Source: an optimization exercise on an open RTL-to-GDS flow (aim: a short achievable clock period and few clock cycles per item). Production flows keep margins and buffers that such runs may drop. Only simulation tests tie the RTL to the original design; equivalence was not proved. The flow treats the clock pin as an ideal source. Dropping or thinning the clock tree relies on that and would not hold on a real chip. No activity file was given, so power comes from the tool's default toggle rates.

==> flow/design.v (excerpt) <==
module palette_rle_sprite_line_decoder #(
    parameter int PALETTE_ENTRIES = 256,
    parameter int MAX_WIDTH       = 4096
) (
    input  logic                      aclk,
    input  logic                      aresetn,
    input  logic                      cfg_we,
    input  logic [prsld_pkg::FRAME_WIDTH_W-1:0]  cfg_wdata,
    input  logic                      s_valid,
    output logic                      s_ready,
    input  logic                      s_action,
    input  logic                      s_line_start,
    input  logic [prsld_pkg::BYTE_W-1:0]         s_data_byte,
    input  logic [prsld_pkg::INDEX_W-1:0]        s_palette_index,
    input  logic [prsld_pkg::COLOR_W-1:0]        s_palette_color,
    output logic                      m_valid,
    input  logic                      m_ready,
    output logic                      m_pixel_valid,
    output logic [prsld_pkg::COLUMN_W-1:0]       m_column,
    output logic [prsld_pkg::PIXEL_W-1:0]        m_pixel_value,
    output logic                      m_line_done,
    output logic                      m_overrun,
    output logic                      m_last
);
Size: roughly 12000 cells after synthesis, roughly 6300 flip-flops, roughly 90 I/O pins.
export LEC_CHECK = 0
export ABC_CLOCK_PERIOD_IN_PS = 2500
export CAP_MARGIN = 20
export CORE_MARGIN = 2
export CORE_UTILIZATION = 65
export PLACE_DENSITY = 0.72
export SETUP_SLACK_MARGIN = 3.8
export SLEW_MARGIN = 20
create_clock -name core_clock -period 6.0 [get_ports {aclk}]
standard.sh (not shown) runs the stock make flow with config.mk's settings and CLKGATE_MAP_FILE= SYNTH_SCRIPT=/design/flow/synth_recipe.tcl, a recipe that flattens the netlist after the stock synthesis.
==> flow/flow/run.sh <==
#!/bin/bash
# Standard ORFS layout, except that the clock tree is built by flow/manual_cts.tcl:
# the clock port drives 4 root buffers, each drives mid buffers, each drives leaf
# buffers over compact clusters of registers (all clkbuf_16, 3 buffers to every
# register). Each tool's log stays in orfs/logs; this script's output in flow_run.log.
set -euo pipefail
here=$(pwd)
export MCTS_DIR=$here/flow
export PRE_CTS_TCL=$here/flow/pre_cts.tcl
export MCTS_LEAF_SIZE=22
export MCTS_MID_SIZE=15
export MCTS_ROOTS=4
# every port keeps its buffer, a buf_4 rather than the default pick
export BUFFER_PORTS_ARGS="-buffer_cell sky130_fd_sc_hd__buf_4"
# more antenna repair passes after global and detailed routing than the default 5
export MAX_REPAIR_ANTENNAS_ITER_GRT=10
export MAX_REPAIR_ANTENNAS_ITER_DRT=15
bash standard.sh finish 2>&1 | tee $here/flow_run.log
Other scripts of this flow, unchanged in this note and not shown: flow/flow/manual_cts.tcl, flow/flow/pre_cts.tcl
Testbench counts at the start, summed over its fixed seeds: cycles 57,090, items 37,997.
Change:
--- a/flow/design.v
+++ b/flow/design.v
@@ -367,15 +367,15 @@
             colz_q <= colz_d;
         end else if (wchg3_q) begin
             h_q  <= wmc_q[COL_W:6];
             bq_q <= 1'b0;
             l_q <= wmc_q[5:0];
         end
     end
-    localparam int DW = 1 + COLUMN_W + RUN_W + ALPHA_W + 3;
+    localparam int DW = 1 + COLUMN_W + RUN_W + ALPHA_W + 2;
     localparam int EW = DW + COLOR_W;
     logic                 d1_v, d2_v;
     logic                 d1_pv, d1_lit, d1_idx, d1_lt, d1_ld, d1_ov, d1_ls;
     logic                 d1_fin, d1_skip, d1_nz, d1_rpos;
     logic [RUN_W-1:0]     d1_l, d1_n, d1_xc, d2_cnt;
     logic [ALPHA_W-1:0]   d1_al;
     logic [COL_W-1:0]     colacc_q, d1_col0;
@@ -406,15 +406,14 @@
         if (d1_v) begin
             colacc_q <= d1_col0 + COL_W'(d1_xc);
         end
         d2_q <= {d1_pv,
                  d1_pv ? d1_col0[COLUMN_W-1:0] : COLUMN_W'(0),
                  d1_pv ? d2_cnt - RUN_W'(1) : RUN_W'(0),
                  d1_pv ? (d1_lit ? ALPHA_OPAQUE : d1_al) : ALPHA_W'(0),
-                 !d1_pv || (d2_cnt == RUN_W'(1)),
                  d1_ld,
                  d1_ov};
     end
     logic [EW-1:0]       q_mem [FD];
     logic [PW:0]         wp_q, rp_q;
     logic                q_ne;
     logic [FD-1:0]       wpo_q;
@@ -426,29 +425,28 @@
         end
         for (int k = 0; k < FD; k++) begin
             if (d3_v && wpo_q[k]) begin
                 q_mem[k] <= {d3_q, d3_q[DW-1] ? pal_color : COLOR_W'(0)};
             end
         end
     end
-    logic [PW:0]         qn_q;
-    assign q_ne = (qn_q != '0);
+    assign q_ne = (wp_q != rp_q);
     logic [PW:0] cnt_q, cnt_next;
     logic        take_byte, pop;
     assign take_byte = s_valid && s_ready_q && aresetn && s_action;
     logic                 mv_q;
     logic                 o_pv;
     logic [COLUMN_W-1:0]  o_col;
     logic [PIXEL_W-1:0]   o_val;
     logic                 o_ld, o_ov, o_last;
     logic [RUN_W-1:0]     left_q;
     logic                 c_ld, c_ov;
     logic                 adv;
     logic [EW-1:0]        h;
-    logic                 h_pv, h_ld, h_ov, h_last0;
+    logic                 h_pv, h_ld, h_ov;
     logic [COLUMN_W-1:0]  h_col;
     logic [RUN_W-1:0]     h_left;
     logic [ALPHA_W-1:0]   h_alpha;
     logic [COLOR_W-1:0]   h_color;
     localparam int OW = 1 + COLUMN_W + PIXEL_W + 3;
     logic          xv_q;
     logic          room;
@@ -459,30 +457,28 @@
     logic [OW-1:0] r_q;
     assign room = (rc_q != 3'd4);
     assign adv  = !xv_q || room;
     assign hand = mv_q && m_ready;
     assign pop = adv && (left_q == '0) && q_ne;
     assign cnt_next = cnt_q + (PW+1)'(take_byte) - (PW+1)'(pop);
     assign h   = q_mem[rp_q[PW-1:0]];
-    assign {h_pv, h_col, h_left, h_alpha, h_last0, h_ld, h_ov, h_color} = h;
+    assign {h_pv, h_col, h_left, h_alpha, h_ld, h_ov, h_color} = h;
     always_ff @(posedge aclk) begin
         if (rst_q) begin
             wp_q      <= '0;
             rp_q      <= '0;
-            qn_q      <= '0;
             left_q    <= '0;
             s_ready_q <= !cfg_we && !wchg_q;
             cnt_q     <= (PW+1)'(take_byte);
         end else begin
             if (d3_v && !rst_q) begin
                 wp_q <= wp_q + 1'b1;
             end
-            s_ready_q <= ((cnt_q + (PW+1)'(take_byte)) < (PW+1)'(FD)) && !cfg_we && !wchg_q;
+            s_ready_q <= (cnt_next < FD) && !cfg_we && !wchg_q;
             cnt_q     <= cnt_next;
-            qn_q      <= qn_q + (PW+1)'(d3_v) - (PW+1)'(pop);
             if (adv) begin
                 if (left_q != '0) begin
                     left_q <= left_q - RUN_W'(1);
                 end else if (q_ne) begin
                     left_q <= h_left;
                     rp_q   <= rp_q + 1'b1;
                 end
@@ -529,17 +525,17 @@
                 o_last <= (left_q == RUN_W'(1));
                 o_ld   <= (left_q == RUN_W'(1)) && c_ld;
                 o_ov   <= (left_q == RUN_W'(1)) && c_ov;
             end else begin
                 o_pv   <= h_pv;
                 o_col  <= h_col;
                 o_val  <= {h_alpha, h_color};
-                o_last <= h_last0;
-                o_ld   <= h_last0 && h_ld;
-                o_ov   <= h_last0 && h_ov;
+                o_last <= (h_left == '0);
+                o_ld   <= (h_left == '0) && h_ld;
+                o_ov   <= (h_left == '0) && h_ov;
                 c_ld   <= h_ld;
                 c_ov   <= h_ov;
             end
         end
     end
     assign s_ready = s_ready_q;
     assign m_valid = mv_q;
After rerunning:
- The changed run produced a clean layout
- clock skew increases by 0.015 ns
- wire length decreases slightly
- worst hold slack is better by 0.016 ns
- area after synthesis barely changes
- total power decreases slightly
- first-iteration DRC count increases by a few percent
- sequential share of layout area barely changes
- clock power hardly moves
- final cell count decreases slightly
- synthesized cell count is about the same
- setup slack is worse by 0.14 ns
- via count is about the same
- final area is about the same
- combinational power decreases by a quarter to a third
Testbench counts after the change, summed over its fixed seeds: cycles 57,079, items 37,997.
No run of this note takes its clock network from TritonCTS; it comes from the design's own scripts or RTL.

## separate check: timing with driven ports
How much do the figures lean on ideal ports? The routed layouts below were timed once more, with nothing changed but the port constraints. Step 1 sets driving cells, clkbuf_16 on the clock port and buf_2 on the other inputs (assumed; they add their load-dependent delay and slew). Step 2, shift: input delay + t, output delay - t, t = (earliest + latest rising clock arrival at the registers) / 2. This alone moves slack from input paths to output paths. a / b / c = no drivers / after step 1 / after step 2; a / b = the first two.
run | shift t [ns] | setup slack, ns | worst hold slack (ns) | worst setup path after step 2 | cell pins on the clock port's net
the first run | 0.944 | 3.587 / 3.355 / 3.173 | 0.309 / 0.309 / 0.309 | input to register | 4
the second run | 0.957 | 3.450 / 3.350 / 3.162 | 0.325 / 0.325 / 0.325 | input to register | 4
After both steps setup and hold are still met in every run listed. The setup slack of the first run, which loses most, moves by -0.232 ns with the drivers and by -0.414 ns with both steps.
